Context: an optimization exercise on an open-source flow, tuned for small area, a short achievable clock period and few clock cycles. The choices shown serve that exercise and are no tape-out recipe.
In this exercise RTL edits were held to simulation tests only and were not proved equivalent to the original.
Power is estimated from default activity; no workload was simulated.

== the reference run ==
==> module kairo_exec, before the edit <==
module kairo_exec (
  input  wire  [31:2]            pc,
  input  wire  kairo_pkg::word_t rs1,
  input  wire  kairo_pkg::word_t rs2,
  input  wire  kairo_pkg::funct3_t funct3,
  input  wire                    is_lui,
  input  wire                    is_addi,
  input  wire                    is_rr,
  input  wire                    is_sub,
  input  wire                    is_beq,
  input  wire                    is_bne,
  input  wire                    is_jal,
  input  wire  kairo_pkg::word_t imm_i,
  input  wire  kairo_pkg::word_t imm_u,
  input  wire  kairo_pkg::word_t imm_bj,
  output logic                   has_rd,
  output kairo_pkg::word_t       result,
  output logic [31:2]            pc_next
);
  logic [31:2]      pc_plus;
  logic [31:2]      target;
  kairo_pkg::word_t opb;
  kairo_pkg::word_t sum;
  kairo_pkg::word_t pa;       
  kairo_pkg::word_t ga;       
  kairo_pkg::word_t logic_res;
  logic             eq;
  logic             taken;
  logic             is_arith;
  assign pc_plus = pc + 30'd1;
  assign target  = pc + imm_bj[31:2];
  assign opb = is_addi ? imm_i : (is_sub ? ~rs2 : rs2);
  kairo_add u_add (
    .a   (rs1),
    .b   (opb),
    .cin (is_sub),
    .p   (pa),
    .g   (ga),
    .s   (sum)
  );
  always_comb begin
    case (funct3[1:0])
      2'b11:   logic_res = ga;
      2'b10:   logic_res = pa | ga;
      default: logic_res = pa;
    endcase
  end
  assign is_arith = is_addi | is_sub | (is_rr & ~funct3[2]);
  always_comb begin
    result = '0;
    if (is_arith)                result = sum;
    else if (is_rr)              result = logic_res;
    else if (is_lui)             result = imm_u;
    else if (is_jal)             result = {pc_plus, 2'b00};
  end
  assign has_rd = is_lui | is_addi | is_rr | is_sub | is_jal;
  assign eq      = ~|pa;
  assign taken   = is_jal | (is_beq & eq) | (is_bne & ~eq);
  assign pc_next = taken ? target : pc_plus;
endmodule
==> module kairo_add, before the edit <==
module kairo_add (
  input  wire  [31:0] a,
  input  wire  [31:0] b,
  input  wire         cin,
  output logic [31:0] p,
  output logic [31:0] g,
  output logic [31:0] s
);
  logic [31:0] c;
  logic [31:0] gl [0:5];
  logic [31:0] t [0:5];
  assign p     = a ^ b;
  assign g     = a & b;
  assign gl[0] = g;
  assign t[0]  = p;
  for (genvar l = 0; l < 5; l++) begin : g_lvl
    for (genvar i = 0; i < 32; i++) begin : g_bit
      if ((i >> l) & 1) begin : g_op
        localparam int J = ((i >> l) << l) - 1;
        assign gl[l+1][i] = gl[l][i] | (t[l][i] & gl[l][J]);
        assign t[l+1][i] = t[l][i] & t[l][J];
      end else begin : g_pass
        assign gl[l+1][i] = gl[l][i];
        assign t[l+1][i] = t[l][i];
      end
    end
  end
  assign c = {gl[5][30:0] | (t[5][30:0] & {31{cin}}), cin};
  assign s = p ^ c;
endmodule
==> module kairo_regfile, before the edit <==
module kairo_regfile (
  input  wire                      CLK,
  input  wire                      RST_N,
  input  wire                      we,
  input  wire  kairo_pkg::reg_num_t waddr,
  input  wire  kairo_pkg::word_t    wdata,
  input  wire  kairo_pkg::reg_num_t raddr_a,
  input  wire  kairo_pkg::reg_num_t raddr_b,
  output kairo_pkg::word_t          rdata_a,
  output kairo_pkg::word_t          rdata_b
);
  kairo_pkg::word_t regs [1:31];
  kairo_pkg::word_t wdata_rst;
  logic [31:1]      wsel;
  logic [31:1]      sel_a;
  logic [31:1]      sel_b;
  always_comb begin
    for (int i = 1; i < 32; i++) begin
      wsel[i]  = !RST_N || (we && (waddr == 5'(i)));
      sel_a[i] = (raddr_a == 5'(i));
      sel_b[i] = (raddr_b == 5'(i));
    end
  end
  assign wdata_rst = wdata & {32{RST_N}};
  always_ff @(posedge CLK) begin
    for (int i = 1; i < 32; i++) begin
      if (wsel[i]) begin
        regs[i] <= wdata_rst;
      end
    end
  end
  always_comb begin
    rdata_a = '0;
    rdata_b = '0;
    for (int i = 1; i < 32; i++) begin
      rdata_a = rdata_a | ({32{sel_a[i]}} & regs[i]);
      rdata_b = rdata_b | ({32{sel_b[i]}} & regs[i]);
    end
  end
endmodule
clock: 9.0 ns
lec_check: 0
cap_margin: 20
core_margin: 2
core_utilization: 40
cts_buf_list: sky130_fd_sc_hd__clkbuf_8
setup_slack_margin: 3.0
slew_margin: 20
tns_end_percent: 5
standard.sh (not shown) runs the stock make flow with config.mk's settings and CLKGATE_MAP_FILE= SYNTH_SCRIPT=/design/flow/synth_recipe.tcl, a recipe that flattens the netlist after the stock synthesis.
==> flow/flow/run.sh <==
#!/bin/bash
# The standard layout (standard synthesis unchanged), with the ports buffered
# by buf_4 cells instead of the delay cells buffer_ports picks by default.
set -euo pipefail
bash standard.sh BUFFER_PORTS_ARGS="-buffer_cell sky130_fd_sc_hd__buf_4" finish > orfs_make.log 2>&1
Testbench counts of the reference run, summed over its fixed seeds: cycles 14,261.
The following lists how the trial run was set up differently from the reference run:
-- flow/design.v --
<<< the reference run, line 139
  kairo_pkg::word_t opb;
  kairo_pkg::word_t sum;
  kairo_pkg::word_t pa;       
  kairo_pkg::word_t ga;       
  kairo_pkg::word_t logic_res;
  logic             eq;
>>> the trial run, line 139
  kairo_pkg::word_t opb;
  kairo_pkg::word_t sum;
  kairo_pkg::word_t logic_res;
  logic             eq;
<<< the reference run, line 152
    .b   (opb),
    .cin (is_sub),
    .p   (pa),
    .g   (ga),
    .s   (sum)
  );
  always_comb begin
    case (funct3[1:0])
      2'b11:   logic_res = ga;
      2'b10:   logic_res = pa | ga;
      default: logic_res = pa;
    endcase
  end
>>> the trial run, line 150
    .b   (opb),
    .cin (is_sub),
    .s   (sum)
  );
  always_comb begin
    case (funct3[1:0])
      2'b11:   logic_res = rs1 & rs2;
      2'b10:   logic_res = rs1 | rs2;
      default: logic_res = rs1 ^ rs2;
    endcase
  end
<<< the reference run, line 172
  end
  assign has_rd = is_lui | is_addi | is_rr | is_sub | is_jal;
  assign eq      = ~|pa;
  assign taken   = is_jal | (is_beq & eq) | (is_bne & ~eq);
  assign pc_next = taken ? target : pc_plus;
>>> the trial run, line 168
  end
  assign has_rd = is_lui | is_addi | is_rr | is_sub | is_jal;
  assign eq      = (rs1 == rs2);
  assign taken   = is_jal | (is_beq & eq) | (is_bne & ~eq);
  assign pc_next = taken ? target : pc_plus;
<<< the reference run, line 180
  input  wire  [31:0] b,
  input  wire         cin,
  output logic [31:0] p,
  output logic [31:0] g,
  output logic [31:0] s
);
  logic [31:0] c;
  logic [31:0] gl [0:5];
  logic [31:0] t [0:5];
  assign p     = a ^ b;
  assign g     = a & b;
  assign gl[0] = g;
  assign t[0]  = p;
  for (genvar l = 0; l < 5; l++) begin : g_lvl
    for (genvar i = 0; i < 32; i++) begin : g_bit
      if ((i >> l) & 1) begin : g_op
        localparam int J = ((i >> l) << l) - 1;
        assign gl[l+1][i] = gl[l][i] | (t[l][i] & gl[l][J]);
        assign t[l+1][i] = t[l][i] & t[l][J];
      end else begin : g_pass
        assign gl[l+1][i] = gl[l][i];
        assign t[l+1][i] = t[l][i];
      end
    end
  end
  assign c = {gl[5][30:0] | (t[5][30:0] & {31{cin}}), cin};
  assign s = p ^ c;
endmodule
>>> the trial run, line 176
  input  wire  [31:0] b,
  input  wire         cin,
  output logic [31:0] s
);
  logic [31:0] p;
  logic [31:0] c;
  logic [31:0] g [0:5];
  logic [31:0] t [0:5];
  assign p    = a ^ b;
  assign g[0] = a & b;
  assign t[0] = p;
  for (genvar l = 0; l < 5; l++) begin : g_lvl
    for (genvar i = 0; i < 32; i++) begin : g_bit
      if ((i >> l) & 1) begin : g_op
        localparam int J = ((i >> l) << l) - 1;
        assign g[l+1][i] = g[l][i] | (t[l][i] & g[l][J]);
        assign t[l+1][i] = t[l][i] & t[l][J];
      end else begin : g_pass
        assign g[l+1][i] = g[l][i];
        assign t[l+1][i] = t[l][i];
      end
    end
  end
  assign c = {g[5][30:0] | (t[5][30:0] & {31{cin}}), cin};
  assign s = p ^ c;
endmodule
<<< the reference run, line 220
);
  kairo_pkg::word_t regs [1:31];
  kairo_pkg::word_t wdata_rst;
  logic [31:1]      wsel;
  logic [31:1]      sel_a;
>>> the trial run, line 214
);
  kairo_pkg::word_t regs [1:31];
  logic [31:1]      valid;
  logic [31:1]      wsel;
  logic [31:1]      sel_a;
<<< the reference run, line 226
  always_comb begin
    for (int i = 1; i < 32; i++) begin
      wsel[i]  = !RST_N || (we && (waddr == 5'(i)));
      sel_a[i] = (raddr_a == 5'(i));
      sel_b[i] = (raddr_b == 5'(i));
    end
  end
  assign wdata_rst = wdata & {32{RST_N}};
  always_ff @(posedge CLK) begin
    for (int i = 1; i < 32; i++) begin
      if (wsel[i]) begin
        regs[i] <= wdata_rst;
      end
    end
>>> the trial run, line 220
  always_comb begin
    for (int i = 1; i < 32; i++) begin
      wsel[i]  = we && (waddr == 5'(i));
      sel_a[i] = valid[i] && (raddr_a == 5'(i));
      sel_b[i] = valid[i] && (raddr_b == 5'(i));
    end
  end
  always_ff @(posedge CLK) begin
    if (!RST_N) begin
      valid <= '0;
    end else begin
      valid <= valid | wsel;
    end
  end
  always_ff @(posedge CLK) begin
    for (int i = 1; i < 32; i++) begin
      if (wsel[i]) begin
        regs[i] <= wdata;
      end
    end
Findings:
Looking at overall routing resource usage, the trial run sits 0.48 points below the reference run.
Total area of sequential cells delta for the trial run relative to the reference run: 620 µm² higher
The trial run -> the reference run: post-CTS clock slew at the launch and capture registers of the worst setup and hold paths flat
The trial run against the reference run: sum of internal, switching and leakage power lower; synthesized-area fraction occupied by and/or/nand/nor cells lower; switching power lower; final area higher; complex-gate fraction of the synthesized area lower.
Final critical-path required period | the trial run below the reference run
Status: area used by multi-input combinational logic parity (the trial run, the reference run)
The trial run reports its worst setup path endpoint as ar_do[28] while the reference run reports ar_do[26].
The trial run vs the reference run: multi-input combinational area share down
Of the trial run and the reference run, the lower routed metal-1 wire length belongs to the reference run.
Testbench counts of the trial run, summed over its fixed seeds: cycles 14,261.

[what the ideal ports hide]
The flow's constraints put no driver on any port. The routed layouts listed below were extracted and timed again, unchanged, in two steps.
Step 1 (the two cells are an assumption about what drives the block):
set clk [get_ports {CLK}]
set_driving_cell -lib_cell sky130_fd_sc_hd__clkbuf_16 $clk
set_driving_cell -lib_cell sky130_fd_sc_hd__buf_2 [delete_from_list [all_inputs] $clk]
Step 2 adds t to the input delays and takes it off the output delays; t is the mean of the earliest and latest rising clock arrival at the registers after step 1. Input paths then give back, and output paths get back, about the clock's delay inside the block.
Slacks: ideal / step 1 / step 2; pairs: ideal / step 1.
| run | shift t [ns] | setup WS [ns] | worst data-port slew with drivers (ns) |
|---|---|---|---|
| the reference run | 0.998 | 2.720 / 2.659 / 1.869 | 0.17 |
| the trial run | 0.992 | 2.743 / 2.688 / 1.831 | 0.09 |
After both steps every run listed still meets setup and hold. For the trial run, which loses most, drivers alone change the setup slack by -0.055 ns; drivers and shift together by -0.912 ns.
